What follows belongs to an exercise in optimizing a design on an open flow for small area, a short achievable clock period and few clock cycles per item; a production flow would make more cautious choices.
Only simulation tests tie the RTL to the original design; equivalence was not proved.

==> flow/design.v (excerpt) <==
module neurona_mac #(
    parameter int Signo     = 1,
    parameter int Magnitud  = 7,
    parameter int Precision = 24,
    parameter int Width     = Signo + Magnitud + Precision,
    parameter int NEntradas = 4
) (
    input  logic             CLK,
    input  logic             RST,
    input  logic             Inicio,
    input  logic [Width-1:0] Sesgo,
    input  logic             EntradaValida,
    input  logic [Width-1:0] Entrada,
    input  logic [Width-1:0] Peso,
    output logic             Ocupado,
    output logic             Listo,
    output logic [Width-1:0] Salida,
    output logic             Error
);
Size in the first run: roughly 3100 cells after synthesis, about 290 flip-flops, ~140 I/O pins, roughly 0.032 mm2 of cells after synthesis.
clock: 13.5 ns
lec_check: 0
cap_margin: 20
core_margin: 2
core_utilization: 40
slew_margin: 20
synth_hierarchical: 1
tns_end_percent: 0
standard.sh (not shown) runs the stock make flow with config.mk's settings and CLKGATE_MAP_FILE= SYNTH_SCRIPT=/design/flow/synth_recipe.tcl, a recipe that flattens the netlist after the stock synthesis.
==> flow/flow/run.sh <==
#!/bin/bash
set -euo pipefail
MARGIN=$(cat flow/margin.txt)
bash standard.sh SETUP_SLACK_MARGIN=$MARGIN \
  "BUFFER_PORTS_ARGS=-buffer_cell sky130_fd_sc_hd__buf_1" \
  finish > orfs_make.log 2>&1
==> flow/flow/margin.txt <==
9.7
Testbench counts at the start, summed over its fixed seeds: cycles 3,584, items 512.
Next try:
--- a/flow/design.v
+++ b/flow/design.v
@@ -61,34 +61,29 @@
             one_d[i] = wx[2*i+1] ^ wx[2*i];
             two_d[i] = (wx[2*i+2] & ~wx[2*i+1] & ~wx[2*i]) | (~wx[2*i+2] & wx[2*i+1] & wx[2*i]);
         end
     end
     always_ff @(posedge CLK) begin
         sg1_q  <= Entrada[31] ^ Peso[31];
         e1_q   <= toma ? Entrada : 32'd0;
         one1_q <= toma ? one_d : 16'd0;
         two1_q <= toma ? two_d : 16'd0;
         for (int i = 0; i < 16; i++) neg1_q[i] <= toma & Peso[2*i+1];
     end
-    logic [33:0] ex, ey;
+    logic [33:0] ex;
     assign ex = {e1_q[31], e1_q, 1'b0};
-    assign ey = ex;
-    localparam int SPLIT = 99;   
     logic [32:0] pp [16];
     always_comb begin
         for (int i = 0; i < 16; i++)
             for (int j = 0; j < 33; j++)
-                if (i < 8)
-                    pp[i][j] = ((one1_q[i] & ex[j+1]) | (two1_q[i] & ex[j])) ^ neg1_q[i];
-                else
-                    pp[i][j] = ((one1_q[i] & ey[j+1]) | (two1_q[i] & ey[j])) ^ neg1_q[i];
+                pp[i][j] = ((one1_q[i] & ex[j+1]) | (two1_q[i] & ex[j])) ^ neg1_q[i];
     end
     wire pps0 = ~pp[0][32];
     wire pps1 = ~pp[1][32];
     wire pps2 = ~pp[2][32];
     wire pps3 = ~pp[3][32];
     wire pps4 = ~pp[4][32];
     wire pps5 = ~pp[5][32];
     wire pps6 = ~pp[6][32];
     wire pps7 = ~pp[7][32];
     wire pps8 = ~pp[8][32];
     wire pps9 = ~pp[9][32];
@@ -1690,74 +1685,43 @@
     wire [8:0] pt0 = pa[63:55] + pb[63:55];
         wire [8:0] pt1 = pa[63:55] + pb[63:55] + 9'd1;
         wire       povf = ph_c31 ? !((&pt1) || !(|pt1)) : !((&pt0) || !(|pt0));
     wire [34:0] smax = acc_q + 35'h07FFFFFFF;
     wire [34:0] smin = acc_q + 35'h780000000;
     wire [34:0] ssat = sg2_q ? smin : smax;
     wire [34:0] acc_d = povf ? ssat : sraw;
     wire        osat = !((&ssat[34:31]) || !(|ssat[34:31]));
     wire [32:0] craw = oraw ? {1'b1, sraw_neg ? 32'h80000000 : 32'h7FFFFFFF} : {1'b0, sraw[31:0]};
     wire [32:0] csat = osat ? {1'b1, ssat[34] ? 32'h80000000 : 32'h7FFFFFFF} : {1'b0, ssat[31:0]};
     wire [32:0] cfin = povf ? csat : craw;
-    localparam bit SELMOD = 0;
-    wire [31:0] salida_d;
-    wire [31:0] satk0 = {st0[3], {31{~st0[3]}}};
-    wire [31:0] satk1 = {st1[3], {31{~st1[3]}}};
-    genvar gb;
-    generate
-        for (gb = 0; gb < 32; gb++) begin : g_sel
-            neurona_mac_selb u_selb (.s(sraw[gb]), .c(c31), .o0(ovf0), .o1(ovf1), .k0(satk0[gb]),
-                                     .k1(satk1[gb]), .pv(povf), .cs(csat[gb]), .en(fin),
-                                     .q(salida_q[gb]), .y(salida_d[gb]));
-        end
-    endgenerate
     always_ff @(posedge CLK) begin
         if (libre_q) acc_q <= {{3{Sesgo[31]}}, Sesgo};
         else if (v2_q || GATE) acc_q <= acc_d;
     end
     always_ff @(posedge CLK or posedge RST) begin
         if (RST) begin
             err_q    <= 1'b0;
             salida_q <= 32'd0;
             error_q  <= 1'b0;
         end else begin
             if (libre_q) err_q <= 1'b0;
             else if (v2_q || GATE) err_q <= err_q | povf;
-            if (SELMOD) salida_q <= salida_d;
-            else if (fin) salida_q <= cfin[31:0];
+            if (fin) salida_q <= cfin[31:0];
             if (fin) error_q <= err_q | povf | cfin[32];
         end
     end
     assign Ocupado = ocupado_q;
     assign Listo   = listo_q;
     assign Salida  = salida_q;
     assign Error   = error_q;
 endmodule
-module neurona_mac_selb (
-    input  logic s,
-    input  logic c,
-    input  logic o0,
-    input  logic o1,
-    input  logic k0,
-    input  logic k1,
-    input  logic pv,
-    input  logic cs,
-    input  logic en,
-    input  logic q,
-    output logic y
-);
-    logic r0, r1;
-    assign r0 = o0 ? k0 : s;
-    assign r1 = o1 ? k1 : s;
-    assign y  = !en ? q : pv ? cs : c ? r1 : r0;
-endmodule
 module neurona_mac_fa (
     input  logic a,
     input  logic b,
     input  logic c,
     output logic s,
     output logic co
 );
     assign s  = a ^ b ^ c;
     assign co = (a & b) | (a & c) | (b & c);
 endmodule
 module neurona_mac_c42 (
After rerunning: The changed run went through all stages and came out clean; hold slack degrades by 0.017 ns; routed wire length went down by 3.6%; final area went down by 0.76%; register-to-register slack improves by 0.05 ns; setup slack improves by 0.050 ns.
Testbench counts after the change, summed over its fixed seeds: cycles 3,584, items 512.

-- afterwards: timing with drivers on the ports --
How much do the figures lean on ideal ports? The routed layouts below were timed once more, with nothing changed but the port constraints. Step 1 sets driving cells, clkbuf_16 on the clock port and buf_2 on the other inputs (assumed; they add their load-dependent delay and slew). Step 2, shift: input delay + t, output delay - t, t = (earliest + latest rising clock arrival at the registers) / 2. This alone moves slack from input paths to output paths. a / b / c = no drivers / after step 1 / after step 2; a / b = the first two.
run | t (ns) | setup WS [ns] | worst setup path after step 2 | worst register clock-pin slew, ns | worst slew at a driven data input, ns
the first run | 0.627 | 9.539 / 9.539 / 8.998 | input to register | 0.07 / 0.07 | 0.10
the second run | 0.624 | 9.589 / 9.585 / 9.090 | input to register | 0.08 / 0.08 | 0.09
After both steps setup and hold are still met in every run listed. The setup slack of the first run, which loses most, moves by 0.000 ns with the drivers and by -0.541 ns with both steps.
